Source: an optimization exercise on an open RTL-to-GDS flow (aim: small area). Production flows keep margins and buffers that such runs may drop.
At most, simulation tests tie the RTL to the original design; equivalence was not proved.
Power is estimated from default activity; no workload was simulated.

==> try-juniper: inputs <==
// mflow_top
module mflow_top (
   input  logic        clk,
   input  logic        rstn,
   input  logic        start,
   input  logic [31:0] task_in_ts,
   input  logic [31:0] task_in_object,
   input  logic [2:0]  task_in_ttype,
   input  logic [63:0] task_in_args,
   output logic        done,
   output logic        idle,
   output logic [31:0] task_out_ts,
   output logic [31:0] task_out_object,
   output logic [2:0]  task_out_ttype,
   output logic [63:0] task_out_args,
   output logic        task_out_valid,
   input  logic        task_out_ready,
   output logic [31:0] mem_rd_addr,
   output logic        mem_rd_valid,
   input  logic        mem_rd_ready,
   input  logic [31:0] mem_rd_data,
   input  logic        mem_rd_resp_valid,
   output logic [31:0] mem_wr_addr,
   output logic [31:0] mem_wr_data,
   output logic        mem_wr_valid,
   input  logic        mem_wr_ready,
   output logic [31:0] undo_addr,
   output logic [31:0] undo_data,
   output logic        undo_valid,
   input  logic        undo_ready
);
clock: 10.0 ns
lec_check: 0
cap_margin: 20
core_margin: 2
core_utilization: 40
cts_buf_list: sky130_fd_sc_hd__clkbuf_8
cts_cluster_diameter: 70
cts_cluster_size: 14
slew_margin: 20
standard.sh (not shown) runs the stock make flow with config.mk's settings and CLKGATE_MAP_FILE= SYNTH_SCRIPT=/design/flow/synth_recipe.tcl, a recipe that flattens the netlist after the stock synthesis.
==> flow/flow/run.sh <==
#!/bin/bash
set -euo pipefail
export BUFFER_PORTS_ARGS="-buffer_cell sky130_fd_sc_hd__buf_1"
bash standard.sh synth > standard_synth.log 2>&1
awk -f flow/filter_lib.awk "$FLOW_HOME/platforms/$FLOW_PLATFORM/lib/sky130_fd_sc_hd__tt_025C_1v80.lib" > restructure.lib
openroad -no_init -exit flow/restructure.tcl > restructure.log 2>&1
bash standard.sh finish > standard_finish.log 2>&1
==> flow/flow/filter_lib.awk <==
# Drop the cells the platform marks don't-use (lpflow and probe cells) from a liberty file.
/^[ \t]*cell[ \t]*\(/ {
   if ($0 ~ /sky130_fd_sc_hd__(lpflow_|probe)/) { skip = 1; depth = 0 }
}
{
   if (skip) {
      n = gsub(/\{/, "{"); m = gsub(/\}/, "}");
      depth += n - m;
      if (depth <= 0 && (n > 0 || m > 0)) { skip = 0 }
      next
   }
   print
}
==> flow/flow/restructure.tcl <==
# Remap the synthesized netlist's combinational logic for area.
set plat $::env(FLOW_HOME)/platforms/$::env(FLOW_PLATFORM)
set res orfs/results/$::env(FLOW_PLATFORM)/mflow_top/base
read_liberty $plat/lib/sky130_fd_sc_hd__tt_025C_1v80.lib
read_db $res/1_synth.odb
read_sdc $res/1_synth.sdc
set_dont_use [get_lib_cells {*/sky130_fd_sc_hd__probe_p_8 */sky130_fd_sc_hd__probec_p_8 */sky130_fd_sc_hd__lpflow_*}]
source $plat/setRC.tcl
report_design_area
file mkdir restructure_work
restructure -target area -liberty_file restructure.lib \
   -tielo_port sky130_fd_sc_hd__conb_1/LO -tiehi_port sky130_fd_sc_hd__conb_1/HI \
   -work_dir restructure_work
report_design_area
report_worst_slack
write_db $res/1_synth.odb
==> inputs of try-indigo, as changes to try-juniper <==
--- a/flow/design.v
+++ b/flow/design.v
@@ -101,20 +101,35 @@
    wire ok   = q2;
    wire resp = mem_rd_resp_valid && wt && rdst;
    wire acc  = start && idle;
    wire flst = (state == S_RF) || (state == S_UF) || (state == S_WF);
    wire win  = arm;                   
    wire wend = arm && (ph == 5'd31);  
-   logic [5:0] off;
+   logic [6:0] off;
    always_comb begin
-      if (state == S_GH)  off = 6'd8;
-      else if (flst)      off = {idx + 4'd4, 2'b00};
-      else                off = 6'd0;
-   end
+      if (state == S_GH)  off = 7'd8;
+      else if (flst)      off = 7'd16 + {1'b0, idx, 2'b00};
+      else                off = 7'd0;
+   end
+   logic [26:0] ic;         
+   logic [25:0] icin;       
+   logic [25:0] vi;         
+   logic        ic5, ic16;  
    genvar gi;
-   wire [31:0] aop = {r_ob[25:0], off[5:0]};
+   generate
+      for (gi = 0; gi < 26; gi++) begin : g_inc
+         if (gi == 0)       assign icin[gi] = off[6];
+         else if (gi == 5)  assign icin[gi] = ic5;
+         else if (gi == 16) assign icin[gi] = ic16;
+         else               assign icin[gi] = ic[gi];
+         assign vi[gi]    = r_ob[gi] ^ icin[gi];
+         assign ic[gi+1]  = r_ob[gi] & icin[gi];
+      end
+   endgenerate
+   assign ic[0] = 1'b0;
+   wire [31:0] aop = {vi, off[5:0]};
    logic [32:0] ac;         
    logic [31:0] acin;       
    logic [31:0] asum;
    logic        ac11, ac22;    
    generate
       for (gi = 0; gi < 32; gi++) begin : g_addr
@@ -126,23 +141,18 @@
          assign ac[gi+1]  = (base[gi] & aop[gi]) | (base[gi] & acin[gi]) | (aop[gi] & acin[gi]);
       end
    endgenerate
    assign ac[0] = 1'b0;
    wire [31:0] addr = hdr ? {28'b0, state[1:0], 2'b00} : asum;
    wire sub  = (state == S_SUB);
-   wire xb   = r_x[0] ^ sub;
+   wire xb   = r_x[ph] ^ sub;
    wire dcin = (ph == 5'd0) ? sub : dcf;
    wire dsb  = r_d[0] ^ xb ^ dcin;
    wire dco  = (r_d[0] & xb) | (r_d[0] & dcin) | (xb & dcin);
    wire dtop = (state == S_MV) ? erg[0] : dsb;
-   wire vb   = r_ob[0];
-   wire inc  = idx[3] && idx[2] && !wt;
-   wire dec  = (state == S_MV);
-   wire ocin = (ph == 5'd0) ? inc : dcf;
-   wire obit = r_ob[0] ^ ocin;
-   wire oco  = (r_ob[0] ^ dec) & ocin;
+   wire vb   = r_ob[ph];
    wire ds   = srg[0] ^ vb;
    wire dk   = krg[0] ^ vb;
    wire act = nz == 1'b0 && nes && nek;
    assign idle           = (state == S_IDLE);
    assign done           = (state == S_FIN);
    assign mem_rd_valid   = rdst && !wt && ok;
@@ -212,12 +222,14 @@
          if (state == S_CH && task_out_ready) wt <= 1'b0;
       end
    end
    always_ff @(posedge clk) begin
       ac11 <= ac[11];
       ac22 <= ac[22];
+      ic5  <= ic[5];
+      ic16 <= ic[16];
       srg  <= {(state == S_LD && win && wt)  ? r_d[0] : srg[0], srg[31:1]};
       krg  <= {(state == S_LD && win && !wt) ? r_d[0] : krg[0], krg[31:1]};
       erg  <= {(state == S_SE && win)        ? r_d[0] : erg[0], erg[31:1]};
       if (resp && state == S_H0) base <= mem_rd_data;
       if (acc) begin
          r_ts <= task_in_ts;
@@ -227,18 +239,16 @@
          idx  <= task_in_args[3:0];
       end
       if (state == S_GH && rd_go) r_ob <= r_d;
       if (resp && state != S_H0) r_d <= mem_rd_data;
       if (shift) begin
          r_d <= {dtop, r_d[31:1]};
-         dcf <= ((state == S_SE) || (state == S_MV)) ? oco : dco;
-      end
-      if (win && ((state == S_SE) || (state == S_MV))) r_ob <= {obit, r_ob[31:1]};
+         dcf <= dco;
+      end
       if (state == S_SE && win) begin
          nes <= (ph == 5'd0) ? ds : (nes || ds);
          nek <= (ph == 5'd0) ? dk : (nek || dk);
          nz  <= (ph == 5'd0) ? r_d[0] : (nz || r_d[0]);
       end
-      if (win && ((state == S_SUB) || (state == S_ADD))) r_x <= {r_x[0], r_x[31:1]};
       if (state == S_ADD && wend) r_x <= r_ts;
    end
 endmodule
==> flow/flow/run.sh (replaced) <==
#!/bin/bash
set -euo pipefail
export BUFFER_PORTS_ARGS="-buffer_cell sky130_fd_sc_hd__buf_1"
bash standard.sh finish > standard_flow.log 2>&1
removed: flow/flow/filter_lib.awk
removed: flow/flow/restructure.tcl
==> inputs of try-ember, as changes to try-juniper <==
--- a/flow/design.v
+++ b/flow/design.v
@@ -101,20 +101,35 @@
    wire ok   = q2;
    wire resp = mem_rd_resp_valid && wt && rdst;
    wire acc  = start && idle;
    wire flst = (state == S_RF) || (state == S_UF) || (state == S_WF);
    wire win  = arm;                   
    wire wend = arm && (ph == 5'd31);  
-   logic [5:0] off;
+   logic [6:0] off;
    always_comb begin
-      if (state == S_GH)  off = 6'd8;
-      else if (flst)      off = {idx + 4'd4, 2'b00};
-      else                off = 6'd0;
-   end
+      if (state == S_GH)  off = 7'd8;
+      else if (flst)      off = 7'd16 + {1'b0, idx, 2'b00};
+      else                off = 7'd0;
+   end
+   logic [26:0] ic;         
+   logic [25:0] icin;       
+   logic [25:0] vi;         
+   logic        ic5, ic16;  
    genvar gi;
-   wire [31:0] aop = {r_ob[25:0], off[5:0]};
+   generate
+      for (gi = 0; gi < 26; gi++) begin : g_inc
+         if (gi == 0)       assign icin[gi] = off[6];
+         else if (gi == 5)  assign icin[gi] = ic5;
+         else if (gi == 16) assign icin[gi] = ic16;
+         else               assign icin[gi] = ic[gi];
+         assign vi[gi]    = r_ob[gi] ^ icin[gi];
+         assign ic[gi+1]  = r_ob[gi] & icin[gi];
+      end
+   endgenerate
+   assign ic[0] = 1'b0;
+   wire [31:0] aop = {vi, off[5:0]};
    logic [32:0] ac;         
    logic [31:0] acin;       
    logic [31:0] asum;
    logic        ac11, ac22;    
    generate
       for (gi = 0; gi < 32; gi++) begin : g_addr
@@ -126,23 +141,18 @@
          assign ac[gi+1]  = (base[gi] & aop[gi]) | (base[gi] & acin[gi]) | (aop[gi] & acin[gi]);
       end
    endgenerate
    assign ac[0] = 1'b0;
    wire [31:0] addr = hdr ? {28'b0, state[1:0], 2'b00} : asum;
    wire sub  = (state == S_SUB);
-   wire xb   = r_x[0] ^ sub;
+   wire xb   = r_x[ph] ^ sub;
    wire dcin = (ph == 5'd0) ? sub : dcf;
    wire dsb  = r_d[0] ^ xb ^ dcin;
    wire dco  = (r_d[0] & xb) | (r_d[0] & dcin) | (xb & dcin);
    wire dtop = (state == S_MV) ? erg[0] : dsb;
-   wire vb   = r_ob[0];
-   wire inc  = idx[3] && idx[2] && !wt;
-   wire dec  = (state == S_MV);
-   wire ocin = (ph == 5'd0) ? inc : dcf;
-   wire obit = r_ob[0] ^ ocin;
-   wire oco  = (r_ob[0] ^ dec) & ocin;
+   wire vb   = r_ob[ph];
    wire ds   = srg[0] ^ vb;
    wire dk   = krg[0] ^ vb;
    wire act = nz == 1'b0 && nes && nek;
    assign idle           = (state == S_IDLE);
    assign done           = (state == S_FIN);
    assign mem_rd_valid   = rdst && !wt && ok;
@@ -212,12 +222,14 @@
          if (state == S_CH && task_out_ready) wt <= 1'b0;
       end
    end
    always_ff @(posedge clk) begin
       ac11 <= ac[11];
       ac22 <= ac[22];
+      ic5  <= ic[5];
+      ic16 <= ic[16];
       srg  <= {(state == S_LD && win && wt)  ? r_d[0] : srg[0], srg[31:1]};
       krg  <= {(state == S_LD && win && !wt) ? r_d[0] : krg[0], krg[31:1]};
       erg  <= {(state == S_SE && win)        ? r_d[0] : erg[0], erg[31:1]};
       if (resp && state == S_H0) base <= mem_rd_data;
       if (acc) begin
          r_ts <= task_in_ts;
@@ -227,18 +239,16 @@
          idx  <= task_in_args[3:0];
       end
       if (state == S_GH && rd_go) r_ob <= r_d;
       if (resp && state != S_H0) r_d <= mem_rd_data;
       if (shift) begin
          r_d <= {dtop, r_d[31:1]};
-         dcf <= ((state == S_SE) || (state == S_MV)) ? oco : dco;
-      end
-      if (win && ((state == S_SE) || (state == S_MV))) r_ob <= {obit, r_ob[31:1]};
+         dcf <= dco;
+      end
       if (state == S_SE && win) begin
          nes <= (ph == 5'd0) ? ds : (nes || ds);
          nek <= (ph == 5'd0) ? dk : (nek || dk);
          nz  <= (ph == 5'd0) ? r_d[0] : (nz || r_d[0]);
       end
-      if (win && ((state == S_SUB) || (state == S_ADD))) r_x <= {r_x[0], r_x[31:1]};
       if (state == S_ADD && wend) r_x <= r_ts;
    end
 endmodule
Settings changed: CAP_MARGIN 20 to 0, CORE_UTILIZATION 40 to 65, SLEW_MARGIN 20 to 0.
==> comparison table <==
quantity                                                                try-ember              try-juniper               try-indigo
Result of the run                                         complete, no violations  complete, no violations  complete, no violations
Inverters excl. clock                                                          97                       71                       31
Met1 Wirelength                                                          13.92 mm                 16.89 mm                 15.71 mm
Max layer used                                                               met5                     met4                     met4
Number of flip-flops and latches                                              282                      280                      282
Detailed placement HPWL                                                  32.26 mm                 29.23 mm                 27.77 mm
Global-route total usage across every layer                                46.19%                   25.51%                   21.58%
Share of power burned in combinational logic                                 6.2%                     5.8%                     5.2%
Clock Latency Late Sink                                                    570 ps                   580 ps                   590 ps
Final design area excluding fillers                                     13640 um2                13610 um2                14450 um2
Total power divided by cell area                                     144.7 nW/um2             144.5 nW/um2             143.7 nW/um2
Shortest clock period the worst path allows after layout                  8453 ps                  7891 ps                  8244 ps
Pleak                                                                    4.411 nW                 4.233 nW                 5.221 nW
Worst IR drop on VDD                                                    0.1171 mV               0.09021 mV                0.1192 mV
Clk_buf instances                                                              24                       25                       28
Fraction of power consumed by sequential logic                              62.9%                    62.8%                    59.9%
No functional check of the RTL was part of try-juniper.

## port drivers added, routing unchanged
In the flow no input, the clock included, has a driving cell. The finished layouts below were timed again as built, in two steps.
Step 1: set_driving_cell puts a clkbuf_16 on clk and a buf_2 on each other input, an assumption about the parent block.
Step 2 times the ports against the registers' clock, not the clock port: input delays grow and output delays shrink by t, the midpoint of the rising clock arrivals with the driver on.
Slacks: ideal / step 1 / step 2; pairs: ideal / step 1.
| run | t (ns) | setup WS [ns] | latest minus earliest clock arrival (ns) |
|---|---|---|---|
| try-juniper | 0.606 | 2.109 / 2.064 / 2.670 | 0.032 / 0.032 |
| try-indigo | 0.621 | 1.756 / 1.712 / 2.333 | 0.024 / 0.024 |
| try-ember | 0.604 | 1.547 / 1.502 / 2.106 | 0.032 / 0.032 |
After both steps setup and hold are still met in every run listed.
